Source: an optimization exercise on an open RTL-to-GDS flow (aim: small area, a short achievable clock period and few clock cycles per item). Production flows keep margins and buffers that such runs may drop.
The RTL was checked by simulation tests, not by an equivalence proof against the original design.

==> flow/design.v <==
module mmm_nlp_modexp #(
   parameter int DW = 256,
   parameter int EW = 256
) (
   input  logic          i_clk,
   input  logic          i_rst,
   input  logic          i_valid,
   output logic          o_ready,
   input  logic [DW-1:0] i_m,
   input  logic [EW-1:0] i_e,
   input  logic [DW-1:0] i_n,
   input  logic [DW-1:0] i_r2,
   output logic          o_valid,
   input  logic          i_ready,
   output logic [DW-1:0] o_res,
   output logic          o_err
);
   localparam int K     = 12;
   localparam int D     = 24;
   localparam int YW    = 281;
   localparam int SW    = 294;
   localparam int CW    = 6;
   localparam int JX    = 128;
   localparam logic [3:0] ST_IDLE = 4'd0, ST_INV = 4'd1, ST_NT = 4'd2, ST_NTC = 4'd3,
                          ST_SCAN = 4'd4, ST_PROD = 4'd5, ST_CPA = 4'd6, ST_NRA = 4'd7,
                          ST_NRB = 4'd8, ST_NRC = 4'd9, ST_NRD = 4'd10, ST_DONE = 4'd11,
                          ST_PREP = 4'd12;
   localparam logic [2:0] OP_CV1 = 3'd0, OP_CV2 = 3'd1, OP_CV3 = 3'd2, OP_PRE1 = 3'd3,
                          OP_PRE2 = 3'd4, OP_SQR = 3'd5, OP_MUL = 3'd6, OP_FIN = 3'd7;
   localparam logic [1:0] PD_NONE = 2'd0, PD_MUL1 = 2'd1, PD_SQR3 = 2'd2, PD_MUL3 = 2'd3;
   logic [3:0]     r_state;
   logic [2:0]     r_op;
   logic           r_ready;
   logic           r_valid;
   logic           r_err;
   logic [DW-1:0]  r_n;
   logic [DW-1:0]  r_nh;       
   logic [2*K-1:0] r_np;       
   logic [2*K-1:0] r_t;        
   logic [EW-1:0]  r_e;
   logic [8:0]     r_bits;     
   logic [YW-1:0]  r_a;        
   logic [YW-1:0]  r_m;        
   logic [YW-1:0]  r_m3;       
   logic           r_swp;      
   logic [1:0]     r_pend;
   logic [YW:0]    r_yn;       
   logic           r_t0;       
   logic           r_ym;       
   logic [SW-1:0]  r_s;        
   logic [SW-1:0]  r_c;
   logic           r_cin;      
   logic [K-1:0]   r_ylo;      
   logic [K-1:0]   r_q;        
   logic [K-1:0]   r_xd;       
   logic [K-1:0]   r_xdn;      
   logic [K-1:0]   r_xy;       
   logic [2*K-1:0] r_vlo;      
   logic           r_sign;     
   logic [CW-1:0]  r_cnt;
   logic [CW-1:0]  r_nxt;      
   logic [YW-1:0]  w_y;
   assign w_y = r_ym ? r_m : r_a;
   logic [K:0]     w_lo;
   logic [SW-1:0]  w_us, w_uc;
   logic [SW-1:0]  w_sg, w_cg;
   assign w_sg = r_t0 ? '0 : r_s;
   assign w_cg = r_t0 ? '0 : r_c;
   assign w_lo = {1'b0, w_sg[K-1:0]} + {1'b0, w_cg[K-1:0]};
   assign w_us = SW'(w_sg[SW-1:K]);
   assign w_uc = SW'(w_cg[SW-1:K]);
   logic [SW-1:0]  w_y0, w_yn0, w_nh0;
   assign w_y0  = SW'(w_y);
   assign w_yn0 = SW'(r_yn);
   assign w_nh0 = SW'({r_nh, {K{1'b0}}});
   logic [SW-1:0]  pp0;
   logic [SW-1:0]  pp1;
   logic [SW-1:0]  pp2;
   logic [SW-1:0]  pp3;
   logic [SW-1:0]  pp4;
   logic [SW-1:0]  pp5;
   logic [SW-1:0]  pp6;
   logic [SW-1:0]  pp7;
   logic [SW-1:0]  pp8;
   logic [SW-1:0]  pp9;
   logic [SW-1:0]  pp10;
   logic [SW-1:0]  pp11;
   logic [SW-1:0]  t1;
   logic [SW-1:0]  t2;
   logic [SW-1:0]  t3;
   logic [SW-1:0]  t4;
   logic [SW-1:0]  t5;
   logic [SW-1:0]  t6;
   logic [SW-1:0]  t7;
   logic [SW-1:0]  t8;
   logic [SW-1:0]  t9;
   logic [SW-1:0]  t10;
   logic [SW-1:0]  t11;
   logic [SW-1:0]  t12;
   logic [SW-1:0]  t13;
   logic [SW-1:0]  t14;
   logic [SW-1:0]  t15;
   logic [SW-1:0]  t16;
   logic [SW-1:0]  t17;
   logic [SW-1:0]  t18;
   logic [SW-1:0]  t19;
   logic [SW-1:0]  t20;
   logic [SW-1:0]  t21;
   logic [SW-1:0]  t22;
   logic [SW-1:0]  t23;
   logic [SW-1:0]  t24;
   assign pp0 = (r_xd[0] ? (r_q[0] ? w_yn0 : w_y0) : (r_q[0] ? w_nh0 : '0)) << 0;
   assign pp1 = ((r_xd[1] ? (r_q[1] ? w_yn0 : w_y0) : (r_q[1] ? w_nh0 : '0)) << 1) | SW'(w_lo[K]);
   assign pp2 = (r_xd[2] ? (r_q[2] ? w_yn0 : w_y0) : (r_q[2] ? w_nh0 : '0)) << 2;
   assign pp3 = (r_xd[3] ? (r_q[3] ? w_yn0 : w_y0) : (r_q[3] ? w_nh0 : '0)) << 3;
   assign pp4 = (r_xd[4] ? (r_q[4] ? w_yn0 : w_y0) : (r_q[4] ? w_nh0 : '0)) << 4;
   assign pp5 = (r_xd[5] ? (r_q[5] ? w_yn0 : w_y0) : (r_q[5] ? w_nh0 : '0)) << 5;
   assign pp6 = (r_xd[6] ? (r_q[6] ? w_yn0 : w_y0) : (r_q[6] ? w_nh0 : '0)) << 6;
   assign pp7 = (r_xd[7] ? (r_q[7] ? w_yn0 : w_y0) : (r_q[7] ? w_nh0 : '0)) << 7;
   assign pp8 = (r_xd[8] ? (r_q[8] ? w_yn0 : w_y0) : (r_q[8] ? w_nh0 : '0)) << 8;
   assign pp9 = (r_xd[9] ? (r_q[9] ? w_yn0 : w_y0) : (r_q[9] ? w_nh0 : '0)) << 9;
   assign pp10 = (r_xd[10] ? (r_q[10] ? w_yn0 : w_y0) : (r_q[10] ? w_nh0 : '0)) << 10;
   assign pp11 = (r_xd[11] ? (r_q[11] ? w_yn0 : w_y0) : (r_q[11] ? w_nh0 : '0)) << 11;
   assign t1 = w_us ^ w_uc ^ pp0;
   assign t2 = {((w_us & w_uc) | (w_us & pp0) | (w_uc & pp0)), 1'b0};
   assign t3 = pp1 ^ pp2 ^ pp3;
   assign t4 = {((pp1 & pp2) | (pp1 & pp3) | (pp2 & pp3)), 1'b0};
   assign t5 = pp4 ^ pp5 ^ pp6;
   assign t6 = {((pp4 & pp5) | (pp4 & pp6) | (pp5 & pp6)), 1'b0};
   assign t7 = pp7 ^ pp8 ^ pp9;
   assign t8 = {((pp7 & pp8) | (pp7 & pp9) | (pp8 & pp9)), 1'b0};
   assign t9 = t1 ^ t2 ^ t3;
   assign t10 = {((t1 & t2) | (t1 & t3) | (t2 & t3)), 1'b0};
   assign t11 = t4 ^ t5 ^ t6;
   assign t12 = {((t4 & t5) | (t4 & t6) | (t5 & t6)), 1'b0};
   assign t13 = t7 ^ t8 ^ pp10;
   assign t14 = {((t7 & t8) | (t7 & pp10) | (t8 & pp10)), 1'b0};
   assign t15 = t9 ^ t10 ^ t11;
   assign t16 = {((t9 & t10) | (t9 & t11) | (t10 & t11)), 1'b0};
   assign t17 = t12 ^ t13 ^ t14;
   assign t18 = {((t12 & t13) | (t12 & t14) | (t13 & t14)), 1'b0};
   assign t19 = t15 ^ t16 ^ t17;
   assign t20 = {((t15 & t16) | (t15 & t17) | (t16 & t17)), 1'b0};
   assign t21 = t19 ^ t20 ^ t18;
   assign t22 = {((t19 & t20) | (t19 & t18) | (t20 & t18)), 1'b0};
   assign t23 = t21 ^ t22 ^ pp11;
   assign t24 = {((t21 & t22) | (t21 & pp11) | (t22 & pp11)), 1'b0};
   logic [2*K-1:0] w_lo2;
   logic [K-1:0]   w_qn;
   assign w_lo2 = w_sg[2*K-1:0] + w_cg[2*K-1:0];
   assign w_qn  = w_lo2[2*K-1:K] + r_xy;
   logic [YW:0]   w_sum;
   logic [YW-1:0] w_res;
   assign w_sum = {1'b0, r_s[YW-1:0]} + {1'b0, r_c[YW-1:0]} + {{YW{1'b0}}, r_cin};
   assign w_res = w_sum[YW-1:0];
   logic [K-1:0] w_adig [D];
   for (genvar g = 0; g < D; g++) begin : g_dig
      if ((g + 1) * K <= YW) begin : g_full
         assign w_adig[g] = r_a[g*K +: K];
      end else if (g * K < YW) begin : g_part
         assign w_adig[g] = K'(r_a[YW-1:g*K]);
      end else begin : g_zero
         assign w_adig[g] = '0;
      end
   end
   logic [CW-1:0] w_nx2;
   logic [K-1:0]  w_xnext;
   assign w_nx2 = r_nxt + CW'(1);
   always_comb begin
      if (r_op == OP_CV2)
         w_xnext = (w_nx2 == CW'(JX / K)) ? K'(1 << (JX % K)) : '0;
      else
         w_xnext = (w_nx2 < CW'(D)) ? w_adig[w_nx2] : '0;
   end
   logic [K-1:0] w_ma, w_mb, w_mp;
   logic [K-1:0] mr0;
   assign mr0 = w_ma[0] ? (w_mb << 0) : '0;
   logic [K-1:0] mr1;
   assign mr1 = w_ma[1] ? (w_mb << 1) : '0;
   logic [K-1:0] mr2;
   assign mr2 = w_ma[2] ? (w_mb << 2) : '0;
   logic [K-1:0] mr3;
   assign mr3 = w_ma[3] ? (w_mb << 3) : '0;
   logic [K-1:0] mr4;
   assign mr4 = w_ma[4] ? (w_mb << 4) : '0;
   logic [K-1:0] mr5;
   assign mr5 = w_ma[5] ? (w_mb << 5) : '0;
   logic [K-1:0] mr6;
   assign mr6 = w_ma[6] ? (w_mb << 6) : '0;
   logic [K-1:0] mr7;
   assign mr7 = w_ma[7] ? (w_mb << 7) : '0;
   logic [K-1:0] mr8;
   assign mr8 = w_ma[8] ? (w_mb << 8) : '0;
   logic [K-1:0] mr9;
   assign mr9 = w_ma[9] ? (w_mb << 9) : '0;
   logic [K-1:0] mr10;
   assign mr10 = w_ma[10] ? (w_mb << 10) : '0;
   logic [K-1:0] mr11;
   assign mr11 = w_ma[11] ? (w_mb << 11) : '0;
   logic [K-1:0] ms1, mc1;
   assign ms1 = mr0 ^ mr1 ^ mr2;
   assign mc1 = {((mr0 & mr1) | (mr0 & mr2) | (mr1 & mr2)), 1'b0};
   logic [K-1:0] ms2, mc2;
   assign ms2 = mr3 ^ mr4 ^ mr5;
   assign mc2 = {((mr3 & mr4) | (mr3 & mr5) | (mr4 & mr5)), 1'b0};
   logic [K-1:0] ms3, mc3;
   assign ms3 = mr6 ^ mr7 ^ mr8;
   assign mc3 = {((mr6 & mr7) | (mr6 & mr8) | (mr7 & mr8)), 1'b0};
   logic [K-1:0] ms4, mc4;
   assign ms4 = mr9 ^ mr10 ^ mr11;
   assign mc4 = {((mr9 & mr10) | (mr9 & mr11) | (mr10 & mr11)), 1'b0};
   logic [K-1:0] ms5, mc5;
   assign ms5 = ms1 ^ mc1 ^ ms2;
   assign mc5 = {((ms1 & mc1) | (ms1 & ms2) | (mc1 & ms2)), 1'b0};
   logic [K-1:0] ms6, mc6;
   assign ms6 = mc2 ^ ms3 ^ mc3;
   assign mc6 = {((mc2 & ms3) | (mc2 & mc3) | (ms3 & mc3)), 1'b0};
   logic [K-1:0] ms7, mc7;
   assign ms7 = ms5 ^ mc5 ^ ms6;
   assign mc7 = {((ms5 & mc5) | (ms5 & ms6) | (mc5 & ms6)), 1'b0};
   logic [K-1:0] ms8, mc8;
   assign ms8 = mc6 ^ ms4 ^ mc4;
   assign mc8 = {((mc6 & ms4) | (mc6 & mc4) | (ms4 & mc4)), 1'b0};
   logic [K-1:0] ms9, mc9;
   assign ms9 = ms7 ^ mc7 ^ ms8;
   assign mc9 = {((ms7 & mc7) | (ms7 & ms8) | (mc7 & ms8)), 1'b0};
   logic [K-1:0] ms10, mc10;
   assign ms10 = ms9 ^ mc9 ^ mc8;
   assign mc10 = {((ms9 & mc9) | (ms9 & mc8) | (mc9 & mc8)), 1'b0};
   assign w_mp = ms10 + mc10;
   logic         r_fcpa;        
   logic         r_kmaq, r_kmbq;
   logic [K-1:0] r_kma, r_kmb;
   assign w_ma = !r_fcpa ? r_xdn : (r_kmaq ? r_q : r_kma);
   assign w_mb = !r_fcpa ? r_ylo : (r_kmbq ? r_q : r_kmb);
   logic           w_topw, w_keep, w_dpt;
   logic [YW-1:0]  w_anew;
   logic [K-1:0]   w_alo;
   logic [EW-1:0]  w_de;
   logic [8:0]     w_dbits;
   logic           w_dwin3;    
   logic           w_fin;
   always_comb begin
      w_topw  = (r_op == OP_PRE2) && r_bits != 9'd0 && r_e[EW-1];
      w_keep  = r_op == OP_CV2 || r_op == OP_PRE1 || (r_op == OP_PRE2 && !w_topw);
      w_anew  = w_keep ? r_a : w_res;
      w_alo   = w_keep ? r_a[K-1:0] : r_q;
      w_dpt   = r_op == OP_PRE2 || r_op == OP_MUL || (r_op == OP_SQR && r_pend == PD_NONE);
      w_fin   = r_op == OP_FIN;
      w_de    = w_topw ? r_e << 1 : r_e;
      w_dbits = w_topw ? r_bits - 9'd1 : r_bits;
      w_dwin3 = w_de[EW-1] && w_dbits >= 9'd2 && w_de[EW-2];
   end
   always_ff @(posedge i_clk) begin
      logic [K-1:0] v_xd, v_ylo;
      r_s   <= t23;
      r_c   <= t24;
      r_q   <= w_qn;
      r_xd  <= r_xdn;
      r_xdn <= w_xnext;
      r_cnt <= r_nxt;
      r_nxt <= r_nxt + CW'(1);
      r_kmaq  <= !(r_op == OP_CV1 || w_keep);
      r_kma   <= (r_op == OP_CV1) ? ((JX / K == 0) ? K'(1 << (JX % K)) : '0) : r_a[K-1:0];
      if (r_op == OP_CV1 || (r_op == OP_SQR && r_pend != PD_NONE && r_pend != PD_SQR3)) begin
         r_kmbq <= 1'b0;
         r_kmb  <= r_m[K-1:0];
      end else if (r_op == OP_CV2 || r_op == OP_PRE1) begin
         r_kmbq <= 1'b1;
         r_kmb  <= r_m[K-1:0];
      end else if (w_dpt && w_dbits == 9'd0) begin
         r_kmbq <= 1'b0;
         r_kmb  <= K'(1);
      end else begin
         r_kmbq <= !w_keep;
         r_kmb  <= r_a[K-1:0];
      end
      r_fcpa  <= 1'b0;
      if (i_rst) begin
         r_state <= ST_IDLE;
         r_ready <= 1'b1;
         r_valid <= 1'b0;
         r_err   <= 1'b0;
      end else begin
         case (r_state)
            ST_IDLE: begin
               r_t0  <= 1'b0;
               r_cnt <= '0;
               r_nxt <= CW'(1);
               if (i_valid) begin
                  r_ready <= 1'b0;
                  r_n     <= i_n;
                  r_nh    <= i_n;
                  r_t     <= (2*K)'(1);
                  r_e     <= i_e;
                  r_bits  <= 9'd256;
                  r_a     <= YW'(i_m);
                  r_m     <= YW'(i_r2);
                  if (!i_n[0]) begin
                     r_a     <= '0;
                     r_err   <= 1'b1;
                     r_valid <= 1'b1;
                     r_state <= ST_DONE;
                  end else begin
                     r_err   <= 1'b0;
                     r_state <= ST_INV;
                  end
               end
            end
            ST_INV: begin
               r_np <= {r_t[0], r_np[2*K-1:1]};
               r_t  <= (r_t + (r_t[0] ? r_n[2*K-1:0] : '0)) >> 1;
               r_s  <= '0;
               r_c  <= '0;
               r_xd <= '0;
               r_q  <= '0;
               if (r_cnt == CW'(2 * K - 1)) begin
                  r_q     <= r_np[K:1];
                  r_state <= ST_NT;
               end
            end
            ST_NT: begin
               r_xd <= '0;
               r_q  <= r_np[2*K-1:K];
               if (r_cnt == CW'(2 * K + 1)) begin
                  r_cin   <= 1'b1;
                  r_state <= ST_NTC;
               end
            end
            ST_NTC: begin
               r_nh    <= w_sum[2*K +: DW];
               r_state <= ST_SCAN;
            end
            ST_SCAN: begin
               v_xd  = r_xd;
               v_ylo = r_ylo;
               r_s   <= '0;
               r_c   <= '0;
               r_cin <= 1'b0;
               r_q   <= '0;
               r_ym  <= 1'b1;
               r_pend <= PD_NONE;
               r_op  <= OP_CV1;
               r_nxt <= '0;
               v_ylo = r_m[K-1:0];
               v_xd  = w_adig[0];
               if (r_bits == 9'd0) begin
                  r_a     <= YW'(1);
                  v_xd    = K'(1);
                  r_state <= ST_PREP;
               end else begin
                  r_e    <= r_e << 1;
                  r_bits <= r_bits - 9'd1;
                  if (r_e[EW-1]) r_state <= ST_PREP;
               end
               r_xd  <= v_xd;
               r_xdn <= v_xd;
               r_ylo <= v_ylo;
            end
            ST_PREP: begin
               r_s   <= SW'(r_m);
               r_c   <= SW'({r_nh, {K{1'b0}}});
               r_q   <= '0;
               r_t0  <= 1'b1;
               r_cnt <= '0;
               r_nxt <= CW'(1);
               r_state <= ST_PROD;
            end
            ST_PROD: begin
               if (r_t0) r_yn <= w_sum;
               r_t0 <= 1'b0;
               if (r_cnt == CW'(D)) begin
                  r_fcpa  <= 1'b1;
                  r_state <= ST_CPA;
               end
            end
            ST_CPA: begin
               v_xd  = r_xd;
               v_ylo = r_ylo;
               r_s   <= SW'(w_res);
               r_c   <= SW'({r_nh, {K{1'b0}}});
               r_q   <= '0;
               r_t0  <= 1'b1;
               r_cnt <= '0;
               r_nxt <= CW'(1);
               r_state <= ST_PROD;
               if (!w_keep) r_a <= w_res;
               v_ylo  = w_alo;
               v_xd   = w_alo;
               if (w_dpt) begin
                  r_e    <= w_de << 1;
                  r_bits <= w_dbits - 9'd1;
               end else if (w_topw || (r_op == OP_SQR && r_pend == PD_SQR3)) begin
                  r_e    <= r_e << 1;
                  r_bits <= r_bits - 9'd1;
               end
               case (r_op)
                  OP_CV1: begin
                     r_s    <= SW'(r_m);
                     v_ylo   = r_m[K-1:0];
                     v_xd    = (JX / K == 0) ? K'(1 << (JX % K)) : '0;
                     r_op   <= OP_CV2;
                  end
                  OP_CV2: begin
                     r_m    <= w_res;
                     v_ylo   = r_q;
                     r_op   <= OP_CV3;
                  end
                  OP_CV3: begin
                     r_ym   <= 1'b0;
                     r_op   <= OP_PRE1;
                  end
                  OP_PRE1: begin
                     r_m    <= w_res;
                     r_m3   <= r_a;
                     v_ylo   = r_q;
                     r_ym   <= 1'b1;
                     r_op   <= OP_PRE2;
                  end
                  OP_SQR: begin
                     if (r_pend == PD_SQR3) begin
                        r_pend <= PD_MUL3;
                     end else if (r_pend != PD_NONE) begin
                        r_s    <= SW'(r_m);
                        v_ylo   = r_m[K-1:0];
                        r_ym   <= 1'b1;
                        r_pend <= PD_NONE;
                        r_op   <= OP_MUL;
                     end
                  end
                  default: ;
               endcase
               if (r_op == OP_PRE2) begin
                  r_m   <= r_m3;
                  r_m3  <= w_res;
                  r_swp <= 1'b0;
                  if (w_dwin3) begin
                     r_m   <= w_res;
                     r_m3  <= r_m3;
                     r_swp <= 1'b1;
                  end
                  if (!w_topw) r_s <= SW'(r_m3);
               end else if (w_dpt && w_de[EW-1] && (w_dwin3 != r_swp)) begin
                  r_m   <= r_m3;
                  r_m3  <= r_m;
                  r_swp <= w_dwin3;
               end
               if (w_dpt) begin
                  r_ym   <= 1'b0;
                  r_op   <= OP_SQR;
                  r_pend <= !w_de[EW-1] ? PD_NONE : w_dwin3 ? PD_SQR3 : PD_MUL1;
                  if (w_dbits == 9'd0) begin
                     r_m    <= YW'(1);
                     r_s    <= SW'(1);
                     v_ylo  = K'(1);
                     r_ym   <= 1'b1;
                     r_e    <= r_e;
                     r_bits <= r_bits;
                     r_op   <= OP_FIN;
                  end
               end
               if (w_fin) begin
                  r_s     <= SW'(w_res[YW-1:2*K]);
                  r_vlo   <= w_res[2*K-1:0];
                  r_sign  <= 1'b0;
                  r_t0    <= 1'b0;
                  r_state <= ST_NRA;
               end
               r_xd  <= v_xd;
               r_xdn <= (r_op == OP_CV1) ? ((JX / K == 1) ? K'(1 << (JX % K)) : '0)
                                         : (w_keep ? r_a[2*K-1:K] : w_res[2*K-1:K]);
               r_ylo <= v_ylo;
            end
            ST_NRA: begin
               r_s     <= SW'({r_s[YW-2:0], r_vlo[2*K-1]});
               r_vlo   <= r_vlo << 1;
               r_c     <= r_sign ? SW'(r_n) : ~{{(SW-DW){1'b0}}, r_n};
               r_cin   <= !r_sign;
               r_state <= ST_NRB;
            end
            ST_NRB: begin
               r_s     <= SW'(w_sum[YW-1:0]);
               r_c     <= '0;
               r_cin   <= 1'b0;
               r_sign  <= w_sum[YW-1];
               r_state <= (r_cnt == CW'(4 * K - 1)) ? ST_NRC : ST_NRA;
            end
            ST_NRC: begin
               r_s     <= SW'(w_sum[YW-1:0]);
               r_c     <= r_sign ? SW'(r_n) : '0;
               r_cin   <= 1'b0;
               r_state <= ST_NRD;
            end
            ST_NRD: begin
               r_a     <= w_res;
               r_valid <= 1'b1;
               r_state <= ST_DONE;
            end
            default: begin
               if (i_ready) begin
                  r_valid <= 1'b0;
                  r_ready <= 1'b1;
                  r_state <= ST_IDLE;
               end
            end
         endcase
      end
      r_xy <= w_mp;
   end
   assign o_ready = r_ready;
   assign o_valid = r_valid;
   assign o_res   = r_a[DW-1:0];
   assign o_err   = r_err;
endmodule
==> flow/flow/run.sh <==
#!/bin/bash
# Layout flow: the standard layout (standard.sh), with two changes.
# 1. Synthesis: Yosys's `synth` runs with -noabc, so its generic ABC pass does not
# rewrite the design's carry-save adders before extract_fa maps them to full-adder
# cells (after that pass, most adders come out with inverted outputs and an
# inverter between them).  Everything else is the standard script, and the
# flip-flops are renamed to the names the standard synthesis gives them (matched by
# the net each drives), so the layout's registers pair with it by name.
# 2. The final DEF: see fix_def.py (written stubs where a via's pad only overlaps a
# wire of its net).
# Each tool's output goes to a log file of its own in this folder.
set -euo pipefail
W=$(pwd)
B=results/$FLOW_PLATFORM/mmm_nlp_modexp/base

# The standard synthesis, for the register names.
bash standard.sh WORK_HOME="$W/ref" synth > ref_synth.log 2>&1

sed 's/yosys synth -nofsm -noshare/yosys synth -nofsm -noshare -noabc/' \
   synth_recipe.tcl > noabc_synth.tcl
grep -q -- '-noabc' noabc_synth.tcl
bash standard.sh SYNTH_SCRIPT="$W/noabc_synth.tcl" synth > synth.log 2>&1

python3 flow/rename_ffs.py "ref/$B/1_2_yosys.v" "orfs/$B/1_2_yosys.v" > rename.log 2>&1
touch "orfs/$B/1_2_yosys.v"

bash standard.sh > layout.log 2>&1
test -s out/final.def

# Where a via's pad overlaps a wire of its net that does not pass through the via's
# point, join the two by a written stub inside the metal already there.
python3 flow/fix_def.py "$FLOW_HOME/platforms/$FLOW_PLATFORM/lef/sky130_fd_sc_hd.tlef" \
   out/final.def out/final_fixed.def > fix_def.log 2>&1
mv out/final_fixed.def out/final.def
==> flow/flow/fix_def.py <==
#!/usr/bin/env python3
"""Join vias to the wires their pads already overlap, by written points.

The detailed router sometimes leaves a via whose metal pad overlaps a wire of its net
on that layer while no wire passes through the via's point, so the two are joined by
metal alone.  For each such via this adds a straight stub on that layer from the via's
point to the centre line of the wire, when the via and the wire are not joined already
by written points.  The stub lies inside the via's pad and the wire, so the metal does
not change.
usage: fix_def.py TECH.lef IN.def OUT.def"""
import re
import sys

tech, src, dst = sys.argv[1:4]

# via pads per layer from the technology LEF
vias, widths, cur, lay = {}, {}, None, None
for line in open(tech):
    t = line.split()
    if not t:
        continue
    if t[0] == 'VIA' and len(t) >= 2:
        cur, lay = t[1], None
        vias[cur] = {}
    elif cur and t[0] == 'END' and len(t) > 1 and t[1] == cur:
        cur = None
    elif cur and t[0] == 'LAYER':
        lay = t[1]
    elif cur and lay and t[0] == 'RECT':
        x1, y1, x2, y2 = (round(float(v) * 1000) for v in t[1:5])
        vias[cur][lay] = (x1, y1, x2, y2)
    elif t[0] == 'LAYER' and len(t) == 2:
        lay = t[1]
    elif lay and not cur and t[0] == 'WIDTH' and lay not in widths:
        widths[lay] = round(float(t[1]) * 1000)
metal = set(widths)

POINT = re.compile(r'\(\s*(\S+)\s+(\S+)(?:\s+\S+)?\s*\)')


def parse(stmt):
    """(layer, [points], via or None) of one routing statement, or None."""
    t = stmt.split()
    if not t or t[0] not in metal:
        return None
    layer = t[0]
    body = stmt.split(None, 1)[1] if len(t) > 1 else ''
    if 'RECT' in t or 'VIRTUAL' in t:
        return None
    pts, px, py = [], None, None
    for m in POINT.finditer(body):
        x = px if m.group(1) == '*' else int(m.group(1))
        y = py if m.group(2) == '*' else int(m.group(2))
        pts.append((x, y))
        px, py = x, y
    rest = POINT.sub(' ', body).split()
    via = rest[-1] if rest and rest[-1] in vias else None
    return layer, pts, via


def on(run, p):
    (x1, y1), (x2, y2) = run[1], run[2]
    return (x1 == x2 == p[0] and min(y1, y2) <= p[1] <= max(y1, y2)) or \
           (y1 == y2 == p[1] and min(x1, x2) <= p[0] <= max(x1, x2))


def fix_net(lines):
    stmts = []
    for i, line in enumerate(lines):
        s = line.strip()
        if s.startswith('+ ROUTED '):
            stmts.append((i, s[len('+ ROUTED '):]))
        elif s.startswith('NEW '):
            stmts.append((i, s[4:]))
    runs, vs = [], []
    for _, s in stmts:
        p = parse(s.rstrip(';').strip())
        if not p:
            continue
        layer, pts, via = p
        for a, b in zip(pts, pts[1:]):
            if a != b:
                runs.append((layer, a, b))
        if via and pts:
            vs.append((via, pts[-1]))
    parent = {}

    def find(a):
        parent.setdefault(a, a)
        while parent[a] != a:
            parent[a] = parent[parent[a]]
            a = parent[a]
        return a

    def join(a, b):
        parent[find(a)] = find(b)
    for i, r in enumerate(runs):
        for j in range(i):
            q = runs[j]
            if q[0] == r[0] and (on(q, r[1]) or on(q, r[2]) or on(r, q[1]) or on(r, q[2])):
                join(('r', i), ('r', j))
    for k, (name, p) in enumerate(vs):
        for i, r in enumerate(runs):
            if r[0] in vias[name] and on(r, p):
                join(('v', k), ('r', i))
        for k2 in range(k):
            name2, p2 = vs[k2]
            if p2 == p and set(vias[name]) & set(vias[name2]) & metal:
                join(('v', k), ('v', k2))
    added = []
    for k, (name, p) in enumerate(vs):
        for layer, (a, b, c, d) in vias[name].items():
            if layer not in metal or any(r[0] == layer and on(r, p) for r in runs):
                continue
            pad = (p[0] + a, p[1] + b, p[0] + c, p[1] + d)
            h = widths[layer] // 2
            for i, r in enumerate(runs):
                if r[0] != layer or find(('r', i)) == find(('v', k)):
                    continue
                (x1, y1), (x2, y2) = r[1], r[2]
                box = (min(x1, x2) - h, min(y1, y2) - h, max(x1, x2) + h, max(y1, y2) + h)
                if min(pad[2], box[2]) <= max(pad[0], box[0]) or min(pad[3], box[3]) <= max(pad[1], box[1]):
                    continue
                if y1 == y2 and min(x1, x2) <= p[0] <= max(x1, x2) and c - a >= 2 * h:
                    stub = (p, (p[0], y1))
                elif x1 == x2 and min(y1, y2) <= p[1] <= max(y1, y2) and d - b >= 2 * h:
                    stub = (p, (x1, p[1]))
                else:
                    continue
                runs.append((layer, stub[0], stub[1]))
                join(('r', len(runs) - 1), ('r', i))
                join(('r', len(runs) - 1), ('v', k))
                added.append((layer, stub))
                break
    return added


text = open(src).read().split('\n')
out, i, total = [], 0, 0
in_nets = False
while i < len(text):
    line = text[i]
    if line.startswith('NETS '):
        in_nets = True
    elif line.startswith('END NETS'):
        in_nets = False
    if in_nets and line.lstrip().startswith('- '):
        j = i
        while not text[j].rstrip().endswith(';'):
            j += 1
        net = text[i:j + 1]
        added = fix_net(net)
        if added:
            last = max(k for k, l in enumerate(net) if l.strip().startswith(('NEW ', '+ ROUTED ')))
            ind = re.match(r'\s*', net[last]).group(0)
            new = ['%sNEW %s ( %d %d ) ( %s %s )' % (ind, layer, a[0], a[1], '*' if b[0] == a[0] else b[0],
                                                       '*' if b[1] == a[1] else b[1]) for layer, (a, b) in added]
            if net[last].rstrip().endswith(';'):
                body = net[last].rstrip()[:-1].rstrip()
                net = net[:last] + [body] + new[:-1] + [new[-1] + ' ;'] + net[last + 1:]
            else:
                net = net[:last + 1] + new + net[last + 1:]
            total += len(added)
            sys.stderr.write('%s: %s\n' % (net[0].split()[1], added))
        out.extend(net)
        i = j + 1
        continue
    out.append(line)
    i += 1
open(dst, 'w').write('\n'.join(out))
print('stubs added: %d' % total)
==> flow/flow/rename_ffs.py <==
#!/usr/bin/env python3
"""Rename the flip-flop instances of a netlist to the names another synthesis of the
same design gave them, matching each flip-flop by the net on its Q output.
usage: rename_ffs.py REFERENCE.v NETLIST.v   (NETLIST.v is rewritten in place)"""
import re
import sys

CELL = re.compile(r'^(\s*)(sky130_\w+)\s+(\\\S+|\S+)\s*\((.*?)\);', re.S | re.M)
PIN = re.compile(r'\.(\w+)\(\s*([^()]*?)\s*\)')


def flops(text):
    out = {}
    for m in CELL.finditer(text):
        pins = dict(PIN.findall(m.group(4)))
        if 'CLK' in pins:
            q = pins.get('Q') or pins.get('Q_N')
            assert q not in out, q
            out[q] = (m.group(3), m.group(2), m.start(3), m.end(3))
    return out


ref = flops(open(sys.argv[1]).read())
text = open(sys.argv[2]).read()
mine = flops(text)
assert set(ref) == set(mine), 'flip-flop outputs differ'
for q in ref:
    assert ref[q][1] == mine[q][1], ('cell type differs', q, ref[q][1], mine[q][1])
names = set(m.group(3) for m in CELL.finditer(text))
edits = []
for q, (name, _, a, b) in mine.items():
    want = ref[q][0]
    if name != want:
        assert want not in names, ('name taken', want)
        edits.append((a, b, want))
for a, b, want in sorted(edits, reverse=True):
    text = text[:a] + want + ' ' + text[b:]
open(sys.argv[2], 'w').write(text)
print('flip-flops: %d, renamed: %d' % (len(mine), len(edits)))
==> flow/standard.sh <==
#!/bin/bash
# synth_recipe.tcl (not shown) runs the flow's synth.tcl, then flattens the netlist and writes it again
# the make line also repeats each setting of config.mk as NAME=value (left out here)
make -C /OpenROAD-flow-scripts/flow DESIGN_CONFIG=/design/flow/config.mk WORK_HOME=/design/flow/orfs CLKGATE_MAP_FILE= SYNTH_SCRIPT=/design/flow/synth_recipe.tcl "${@:-finish}"
==> flow/config.mk <==
export PLATFORM = sky130hd
export DESIGN_NAME = mmm_nlp_modexp
export DESIGN_NICKNAME = mmm_nlp_modexp
export VERILOG_FILES = /design/flow/design.v
export SDC_FILE = /design/flow/constraint.sdc
export NUM_CORES = 4
export LEC_CHECK = 0
export ABC_CLOCK_PERIOD_IN_PS = 4000
export CAP_MARGIN = 30
export CORE_MARGIN = 2
export CORE_UTILIZATION = 30
export PLACE_DENSITY = 0.42
export SETUP_SLACK_MARGIN = 5
export SLEW_MARGIN = 40
==> flow/constraint.sdc <==
create_clock -name core_clock -period 11.0 [get_ports {i_clk}]
set_input_delay 2.2000 -clock core_clock [delete_from_list [all_inputs] [get_ports {i_clk}]]
set_output_delay 2.2000 -clock core_clock [all_outputs]
set_load 0.01 [all_outputs]
==> results.txt <==
Global routing
In the global route stage, met1 resource usage came out at 0.4838. The initial antenna violation count is 411. The aggregate global routing overflow is 0.

The met2 routing resource usage after global routing is 0.5621. met2 is the most crowded layer. The via count of the first global-routing pass came to 278290.

The global routing met3 resource utilization is 0.1579. The first global-routing pass estimated 2719000 um of wire. Entering global routing, the biggest net connects between 150 and 200 pins. The all-layer global routing usage is 0.3970.

Floorplan
After floorplanning, the core was divided into between 300 and 400 placement rows. The initial cell density of the core is 0.3007. The top-level I/O count is around 1300. The floorplan step defined a die boundary enclosing 1.003 mm2. The overall die width is 1001 um.

Measured along the y axis, the die boundary spans roughly 1000 um. After floorplanning, the core was sized to cover 0.9924 mm2.

STA
The worst-case hold slack is 358.5 ps. The shortest period the worst path allows is 6233 ps. Setup repair after global routing could not meet its margin everywhere.

The final max-slew violation count is 0. The final hold violation count is 0. The ratio of final minimum period to clock period is 0.5666. The clock arrives with approximately 180 ps of skew. The headroom to the max-slew limit is 0.2253. The actual transition at the worst max-transition pin is 1162 ps. Derived from the worst setup path, the maximum achievable clock frequency is 160.4 MHz. Setup violations remaining at the end of the flow were counted as 0.

Yosys
By count the netlist is led by 5027 x nand2_1, 4586 x o21ai_0, 3412 x fa_1. The number of distinct library cell variants in the gate-level netlist after synthesis is 101. The count of flip-flops with a built-in enable after synthesis is 1994.

The share of synthesized area in the top cell type comes to 0.2289. The post-synthesis area per instance is 9.266 um2. Yosys printed 2 warnings. The share of the Yosys chip area taken by registers is 0.2464. The total nets after synthesis is 37052. The cell count after synthesis is 32200.

The synthesized design contains 2675 register bits. The library cell with the highest instance count after synthesis is nand2_1. For this run, the leading register cell type out of synthesis is edfxtp_1. The biggest area contributor in the post-synthesis netlist is fa_1. Summing every instance area after synthesis gives about 0.3 mm2. After synthesis, the cell types taking the most area are fa_1 23%, edfxtp_1 20%, mux2_2 11%.

The proportion of register bits with asynchronous set or reset after synthesis is 0.

Layout
The number of standard cells in the final layout excluding fillers is 45695. The final layout contains 36757 nets. The fill cell instance count of the final layout is 101119. Relative to the synthesized area, the layout overhead comes to 16.64%.

The sequential cell area is 0.07360 mm2. The total area of multi-input combinational cells is 0.2140 mm2. In the final layout, the share of cells above drive strength 1 is 0.1819.

Routing
Using the TritonRoute via totals, the vias-per-cell ratio works out to between 6 and 7. The routed layout has slightly below 300k vias. In this run the remaining antenna-violating nets after routing total 0. The final wirelength is 2086000 um. The iteration count of the initial detailed-routing pass is 15.

The final routed DRC violation total is 0. The starting DRC count in detailed routing is 44188. Dividing the detail-routed wire length by the instance count gives roughly 46 um.

Worst hold path
The worst hold path passes through 0 cells. The path class of the tightest hold or removal check is reg -> reg.

Clock tree
The tree is rooted in a clkbuf_16. The number of clock sinks is 2675. The total CTS buffers is 381. The clock-pin transition on the worst setup and hold timing paths is 60 ps. The clock tree from TritonCTS is yes. At the later pin of the worst-skew pair, clock insertion delay measures ~1200 ps. The H-tree generated during clock tree synthesis spans 5 levels.

The maximum count of clock buffers along a single path is 5. After clock tree synthesis, the flow added hold-fix buffers numbering 0.

Setup path
The category of cells accounting for the largest share of critical-path delay is simple AND/OR/NAND/NOR gates. The library cell contributing the largest single delay on the critical path is dfxtp_1. The largest single stage delay on the critical path is 640 ps.

The critical register-to-register path endpoint is r_m[268]$_SDFFCE_PN0P_. The startpoint of the lowest-slack register-to-register path is r_s[178]$_DFF_P_. The worst setup path is launched from a flip-flop. STA puts the critical path data required time at ~12000 ps. The worst setup path is captured at a flip-flop. The most critical setup path has its endpoint at r_m[268]$_SDFFCE_PN0P_. For the worst flop-to-flop path, the logic depth is 16. The endpoint arrival time on the critical path is 7070 ps. The highest net fanout along the worst path is 8.

The register-to-register path setup slack is ~4800 ps. The number of buffer and inverter stages on the critical path is 1. The path type of the worst setup path is reg -> reg.

The signal on the critical path passes through ha_1 > nand2_1 > nor2_1 > nand2_1 > nor4_4 > nand3_1 > nor2_1 > o211a_1 > or3_4 > a21oi_4 > o21ai_1 > a31oi_1 > xnor2_1 > buf_4 > a222oi_1 > nor2_1. The beginning of the critical path is r_s[178]$_DFF_P_. The most numerous cell type found on the critical path is nor2_1. The critical path crosses 16 cells after its start point.

Place
The number of cells in the design after placement is 44449. The detailed placer's ending HPWL is 1553000 um. The placer congestion estimate is 1.035. Port buffering added between 1000 and 1500 buffers.

Job
The tool flagged a number of max-cap violations equal to 0.

Status
The flow ran to the end and the layout has no timing, DRC or antenna violations.
through the flow:
stage | utilization | instance area, um2 | setup TNS, ps | setup slack, ps
floorplan | - | 298400 | -779800 | -1198
global placement | 0.3287 | 326200 | 0 | 3158
detailed placement | 0.3313 | 328800 | 0 | 3816
CTS | 0.3469 | 344300 | 0 | 4821
global route | 0.3502 | 347600 | 0 | 4876
finish | 0.3507 | 348000 | 0 | 4767
metal layers:
layer  routed length [um]  vias to the layer above
li1                     -                   113773
met1               775200                   152055
met2               848400                    22412
met3               265300                     5122
met4               195300                      220
met5                 1482                        -
worst min path at each step:
stage                             startpoint                  to
after global routing      r_np[17]$_DFFE_PP_  r_np[16]$_DFFE_PP_
after global placement     r_np[8]$_DFFE_PP_   r_np[7]$_DFFE_PP_
final                      r_np[5]$_DFFE_PP_   r_np[4]$_DFFE_PP_
after CTS                  r_np[5]$_DFFE_PP_   r_np[4]$_DFFE_PP_
after floorplan           r_np[14]$_DFFE_PP_  r_np[13]$_DFFE_PP_
after detailed placement   r_np[6]$_DFFE_PP_   r_np[5]$_DFFE_PP_
repair_timing:
action,CTS,global route
pin swaps,31,16
hold endpoints to repair,0,0
resized for setup,257,215
setup buffers,149,112
endpoints found under the setup margin,1153,563
gates cloned,13,18
cell type report:
class,count,area share
Antenna cell,248,0.001783
Clock buffer,495,0.02982
Clock inverter,182,0.005270
Inverter,450,0.004875
Multi-Input combinational cell,25548,0.6149
Sequential cell,2675,0.2115
Tap cell,13248,0.04763
Timing Repair Buffer,2849,0.08421
flip-flops by register name (all words and copies together) (netlist names), 9 cells and up:
| register | cells |
|---|---|
| r_xdn | 12 |
| r_t | 23 |
| r_vlo | 24 |
| r_s | 293 |
| r_np | 23 |
| r_nh | 256 |
| r_kma | 12 |
| r_c | 294 |
| r_n | 256 |
| r_q | 12 |
| r_a | 281 |
| r_ylo | 12 |
| r_kmb | 12 |
| r_e | 256 |
| r_yn | 282 |
| r_xy | 12 |
| r_m | 281 |
| r_bits | 9 |
| r_m3 | 281 |
| r_xd | 12 |
layout by cell type, fill, tap and decap left out, types with 79 or more instances in the layout:
master / netlist / routed
nand2_1: 5027 / 5010
o21ai_0: 4586 / 4511
fa_1: 3412 / 3405
mux2_2: 3037 / 3036
edfxtp_1: 1994 / 1994
a21oi_1: 1774 / 1745
nor2_1: 1585 / 1536
clkdlybuf4s50_1: 0 / 1267
buf_4: 256 / 1093
dfxtp_1: 681 / 653
nor2b_1: 647 / 643
a22o_1: 497 / 497
mux2i_1: 575 / 451
inv_1: 449 / 449
a222oi_1: 414 / 414
ha_1: 412 / 408
clkbuf_16: 0 / 402
a221oi_1: 381 / 371
and2_1: 368 / 365
nor3_1: 373 / 355
diode_2: 0 / 248
a22oi_1: 198 / 198
nand4_1: 191 / 191
buf_12: 0 / 187
nand3_1: 178 / 174
a21o_1: 153 / 149
o21bai_1: 148 / 147
a221o_1: 137 / 137
buf_6: 0 / 134
o211ai_1: 129 / 129
o221ai_1: 123 / 122
a31oi_1: 115 / 109
xnor2_1: 225 / 100
xnor2_2: 6 / 88
mux2i_4: 0 / 85
o21ai_1: 34 / 84
clkbuf_1: 3076 / 79
kinds of logic after synthesis:
kind of cell / share of synthesized area
DFF: 0.2464
muxes: 0.1339
adders and majority gates: 0.2463
xor gates and xnor gates: 0.01088
AOI/OAI and AO/OA: 0.1859
buffers and inverters: 0.05365
and+or+nand+nor: 0.1230
Testbench counts, summed over its fixed seeds: cycles 216,652, items 24.

afterwards: timing with drivers on the ports:
In the flow no input, the clock included, has a driving cell. The finished layout below was timed again as built, in two steps. Step 1, drivers: a clkbuf_16 drives i_clk and a buf_2 each remaining input, both assumed. Step 2 adds t to the input delays and takes it off the output delays; t is the mean of the earliest and latest rising clock arrival at the registers after step 1. Input paths then give back, and output paths get back, about the clock's delay inside the block. Three values: no drivers, after step 1, after step 2; two values: the first two.
shift t [ns]: 1.252
setup WS [ns]: 4.767 / 4.767 / 4.767
worst setup path at the end: register to register
worst register clock-pin slew, ns: 0.08 / 0.08
worst data-port slew with drivers (ns): 0.63
After both steps this run still meets setup and hold. For this run, drivers alone change the setup slack by 0.000 ns; drivers and shift together by 0.000 ns.
